From an optimization exercise on the open Yosys and OpenROAD flow, aimed at small area, a short achievable clock period and few clock cycles per item; shortcuts taken in it are not production practice.
The RTL was checked by simulation tests, not by an equivalence proof against the original design.

==> flow/design.v (excerpt) <==
module yuv_to_rgb_top (
	input  logic                Clock_50,
	input  logic                Resetn,
	input  logic                start,
	input  csc_pkg::sram_word_t sram_read_data,
	output csc_pkg::sram_req_t  sram_req,
	output logic                done
);
export LEC_CHECK = 0
export ABC_AREA = 1
export CAP_MARGIN = 20
export CORE_MARGIN = 2
export CORE_UTILIZATION = 40
export SLEW_MARGIN = 20
create_clock -name core_clock -period 15.0 [get_ports {Clock_50}]
run.sh (not shown) runs the stock make flow with config.mk's settings and CLKGATE_MAP_FILE= SYNTH_SCRIPT=/design/flow/synth_recipe.tcl, a recipe that flattens the netlist after the stock synthesis.
Testbench counts at the start, summed over its fixed seeds: cycles 39,408, rows 48.
Next try:
--- a/flow/config.mk
+++ b/flow/config.mk
@@ -10,3 +10,5 @@
 export CORE_MARGIN = 2
 export CORE_UTILIZATION = 40
+export CTS_BUF_LIST = sky130_fd_sc_hd__clkbuf_4 sky130_fd_sc_hd__clkbuf_8
+export CTS_CLUSTER_SIZE = 30
 export SLEW_MARGIN = 20
What happened:
- final area hardly moves
- synthesized area is unchanged
- fmax came out lower by 1.8%
- count of clock-buffer cells in the layout came out higher by 31
- setup slack got worse by 0.086 ns
Next try:
==> flow/flow/run.sh (new file) <==
#!/bin/bash
# The standard layout, with the port buffers that global placement inserts
# made of buf_4 cells instead of the default choice.
set -euo pipefail
bash standard.sh synth > synth.log 2>&1
BUFFER_PORTS_ARGS="-buffer_cell sky130_fd_sc_hd__buf_4" bash standard.sh finish > layout.log 2>&1
==> flow/standard.sh (new file) <==
#!/bin/bash
# synth_recipe.tcl (not shown) runs the flow's synth.tcl, then flattens the netlist and writes it again
# the make line also repeats each setting of config.mk as NAME=value (left out here)
make -C /OpenROAD-flow-scripts/flow DESIGN_CONFIG=/design/flow/config.mk WORK_HOME=/design/flow/orfs CLKGATE_MAP_FILE= SYNTH_SCRIPT=/design/flow/synth_recipe.tcl "${@:-finish}"
--- a/flow/config.mk
+++ b/flow/config.mk
@@ -10,5 +10,3 @@
 export CORE_MARGIN = 2
 export CORE_UTILIZATION = 40
-export CTS_BUF_LIST = sky130_fd_sc_hd__clkbuf_4 sky130_fd_sc_hd__clkbuf_8
-export CTS_CLUSTER_SIZE = 30
 export SLEW_MARGIN = 20
removed: flow/run.sh
Cell area is about the same.
Clock skew is about the same.
Maximum frequency goes up by roughly a tenth.
Critical path depth is unchanged.
Synthesized area is unchanged.
Clock-buffer cell count goes down by 31.
Setup slack improved by 0.49 ns.
Global-route usage goes up by 0.44 points.
Non-clock buffer count stays the same.
Final cell count goes down slightly.
Next try:
==> flow/run.sh (new file) <==
#!/bin/bash
# synth_recipe.tcl (not shown) runs the flow's synth.tcl, then flattens the netlist and writes it again
# the make line also repeats each setting of config.mk as NAME=value (left out here)
make -C /OpenROAD-flow-scripts/flow DESIGN_CONFIG=/design/flow/config.mk WORK_HOME=/design/flow/orfs CLKGATE_MAP_FILE= SYNTH_SCRIPT=/design/flow/synth_recipe.tcl finish
--- a/flow/config.mk
+++ b/flow/config.mk
@@ -6,5 +6,4 @@
 export NUM_CORES = 4
 export LEC_CHECK = 0
-export ABC_AREA = 1
 export CAP_MARGIN = 20
 export CORE_MARGIN = 2
removed: flow/flow/run.sh
removed: flow/standard.sh
After rerunning:
- setup slack is worse by 0.43 ns
- non-clock buffer count goes up by 2
- register-to-register slack loses 0.36 ns
- routed wire length falls by 3.3%


yuv_to_rgb_top, a different RTL version from the one above (not shown whole).
For scale: roughly 1600 cells after synthesis, about 55 I/O pins.
==> flow/config.mk <==
export PLATFORM = sky130hd
export DESIGN_NAME = yuv_to_rgb_top
export DESIGN_NICKNAME = yuv_to_rgb_top
export VERILOG_FILES = /design/flow/design.v
export SDC_FILE = /design/flow/constraint.sdc
export NUM_CORES = 4
export LEC_CHECK = 0
export ABC_AREA = 1
export CAP_MARGIN = 20
export CORE_MARGIN = 2
export CORE_UTILIZATION = 55
export SLEW_MARGIN = 20
==> flow/constraint.sdc <==
create_clock -name core_clock -period 15.0 [get_ports {Clock_50}]
set_input_delay 3.0000 -clock core_clock [delete_from_list [all_inputs] [get_ports {Clock_50}]]
set_output_delay 3.0000 -clock core_clock [all_outputs]
set_load 0.01 [all_outputs]
standard.sh (not shown) runs the stock make flow with config.mk's settings and CLKGATE_MAP_FILE= SYNTH_SCRIPT=/design/flow/synth_recipe.tcl, a recipe that flattens the netlist after the stock synthesis.
==> flow/flow/run.sh <==
#!/bin/bash
# The standard layout, with the port buffers that global placement inserts
# made of buf_4 cells, and clock tree synthesis clustering 25 sinks within
# 80 um per leaf buffer, without dummy loads.
set -euo pipefail
bash standard.sh synth > synth.log 2>&1
export BUFFER_PORTS_ARGS="-buffer_cell sky130_fd_sc_hd__buf_4"
export CTS_ARGS="-sink_clustering_enable -repair_clock_nets -sink_clustering_size 25 -sink_clustering_max_diameter 80 -dont_use_dummy_load"
bash standard.sh finish > layout.log 2>&1
Testbench counts at the start, summed over its fixed seeds: cycles 39,264, rows 48.
==> next run, changes <==
CORE_UTILIZATION = 40   (was 55)
Result:
- The changed run completed with no timing, DRC or antenna violations
- global-route usage fell by 6.0 points
- via count fell by 0.97%
- setup slack degrades by 0.047 ns
- routed wire length rose by about 1.9%
- clock skew fell by 0.021 ns
- first-iteration DRC count fell by 11%
- final area rose by 1.0%
- die area rose by about 37%
- sequential share of layout area fell by 0.39 points
==> next run, changes <==
ABC_AREA = default   (was 1)
=> The new run passed the timing, design-rule and antenna checks. Flip-flop and latch count stays the same. Routed wire length increases by 0.33%. Area after synthesis hardly moves. Die area is about the same. Global-route usage increases by 0.34 points. Cell area stays the same. Setup slack gains 0.032 ns. Utilization stays the same.
==> next run, changes <==
--- a/flow/flow/run.sh
+++ b/flow/flow/run.sh
@@ -7,3 +7,3 @@
 export BUFFER_PORTS_ARGS="-buffer_cell sky130_fd_sc_hd__buf_4"
-export CTS_ARGS="-sink_clustering_enable -repair_clock_nets -sink_clustering_size 25 -sink_clustering_max_diameter 80 -dont_use_dummy_load"
+export CTS_ARGS="-sink_clustering_enable -repair_clock_nets -sink_clustering_size 16 -sink_clustering_max_diameter 60 -dont_use_dummy_load -buf_list sky130_fd_sc_hd__clkbuf_8"
 bash standard.sh finish > layout.log 2>&1
ABC_AREA = 1   (was default)
CORE_UTILIZATION = 55   (was 40)
Result: Non-clock buffer count goes up by 3. Final cell count goes down slightly. Hold slack is about the same. Area after synthesis is about the same. Maximum frequency goes down slightly. Register-to-register slack gains 0.25 ns. Wire length goes down by a few percent.


yuv_to_rgb_top, a different RTL version from the one above (not shown whole).
Size in the first run: roughly 2,000 cells after synthesis, about 290 flip-flops, about 55 I/O pins, ~20,000 sq um of cells after synthesis.
Settings: LEC_CHECK=0, ABC_AREA=1, CAP_MARGIN=20, CORE_MARGIN=2, CORE_UTILIZATION=40, SLEW_MARGIN=20; clock period 15.0 ns.
run.sh (not shown) runs the stock make flow with config.mk's settings and CLKGATE_MAP_FILE= SYNTH_SCRIPT=/design/flow/synth_recipe.tcl, a recipe that flattens the netlist after the stock synthesis.
Stock flow here: none of the scripts above is used.
Testbench counts at the start, summed over its fixed seeds: cycles 39,216, rows 48.
Then changed:
- ABC_AREA: 1 -> unset
- ABC_CLOCK_PERIOD_IN_PS: unset -> 4000
After rerunning: The new run finished clean; fmax shrinks by 4.1%; utilization is about the same; sequential cell count is unchanged; clock skew came out lower by 20 ps; design area goes down by 0.55%; worst setup slack degrades by 240 ps; hold slack is about the same; routed wire length fell by 3.6%.


## main
Another version of the RTL of yuv_to_rgb_top (not shown whole).
For scale: about 20000 um2 of cells after synthesis.
Settings: LEC_CHECK=0, ABC_AREA=1, CAP_MARGIN=20, CORE_MARGIN=2, CORE_UTILIZATION=40, CTS_CLUSTER_DIAMETER=80, CTS_CLUSTER_SIZE=25, SLEW_MARGIN=20; clock period 15.0 ns.
standard.sh (not shown) runs the stock make flow with config.mk's settings and CLKGATE_MAP_FILE= SYNTH_SCRIPT=/design/flow/synth_recipe.tcl, a recipe that flattens the netlist after the stock synthesis.
==> flow/flow/run.sh <==
#!/bin/bash
# The standard layout, with the port buffers that global placement inserts
# made of buf_4 cells instead of the default choice.
set -euo pipefail
bash standard.sh synth > synth.log 2>&1
BUFFER_PORTS_ARGS="-buffer_cell sky130_fd_sc_hd__buf_4" bash standard.sh finish > layout.log 2>&1
main has completed all stages; timing, DRC and antenna checks passed.
Testbench counts of main, summed over its fixed seeds: cycles 39,408, rows 48.
Relative to main, the following input files were edited for the feature branch:
Settings: CTS_CLUSTER_DIAMETER: 80 -> unset; CTS_CLUSTER_SIZE: 25 -> unset.
==> flow/flow/run.sh <==
#!/bin/bash
# The standard layout, with the port buffers that global placement inserts
# made of buf_4 cells, and clock tree synthesis clustering 25 sinks within
# 80 um per leaf buffer, without dummy loads.
set -euo pipefail
bash standard.sh synth > synth.log 2>&1
export BUFFER_PORTS_ARGS="-buffer_cell sky130_fd_sc_hd__buf_4"
export CTS_ARGS="-sink_clustering_enable -repair_clock_nets -sink_clustering_size 25 -sink_clustering_max_diameter 80 -dont_use_dummy_load"
bash standard.sh finish > layout.log 2>&1
--- outcome ---
The feature branch reached the end of the flow, and the finished layout is clean on the timing, design-rule and antenna checks. Delta (the feature branch minus main): critical path depth barely changed; proportion of cell area occupied by multi-input gates climbed 0.47 points. On clock edge transition at the registers on the reported setup and hold paths, the feature branch tracks main almost exactly. The maximum clock frequency in the feature branch sits about 0.8% above the value recorded for main. Re fraction of registers with async set/reset: no difference whatsoever between the feature branch and main. The feature branch vs main — total detailed-routing wirelength dropped slightly. The feature branch ends up with a fraction of final layout cells sized beyond drive strength 1 that is 0.52 points lower than in main. Core utilization: the feature branch lower than main.

-- re-timing with driven ports --
In the flow no input, the clock included, has a driving cell. The finished layouts below were timed again as built, in two steps.
Step 1 sets driving cells, clkbuf_16 on the clock port and buf_2 on the other inputs (assumed; they add their load-dependent delay and slew).
Step 2 also shifts input and output timing later by t, the mid clock arrival at the registers, as if the neighbouring blocks saw the same clock.
a / b / c = ideal / step 1 / step 2; a / b = the first two.
run	t (ns)	setup WS [ns]	clock arrival spread, ns	worst slew at a driven data input, ns
the first run of note 1	0.615	10.420 / 10.360 / 10.975	0.024 / 0.025	0.04
the second run of note 1	0.686	10.333 / 10.277 / 10.963	0.021 / 0.022	0.04
the third run of note 1	0.611	10.825 / 10.761 / 11.185	0.024 / 0.023	0.03
the fourth run of note 1	0.617	10.399 / 10.338 / 10.833	0.022 / 0.022	0.04
the first run of note 2	0.548	11.008 / 10.957 / 11.309	0.075 / 0.075	0.04
the second run of note 2	0.547	10.961 / 10.909 / 11.284	0.053 / 0.053	0.05
the third run of note 2	0.558	10.993 / 10.941 / 11.087	0.060 / 0.060	0.07
the fourth run of note 2	0.613	10.912 / 10.865 / 11.344	0.083 / 0.083	0.04
the first run of note 3	0.622	9.442 / 9.442 / 9.442	0.035 / 0.034	0.04
the second run of note 3	0.633	9.204 / 9.204 / 9.204	0.015 / 0.015	0.04
main	0.599	10.851 / 10.796 / 11.254	0.038 / 0.037	0.05
the feature branch	0.570	10.883 / 10.829 / 11.232	0.081 / 0.081	0.05
After both steps setup and hold are still met in every run listed.
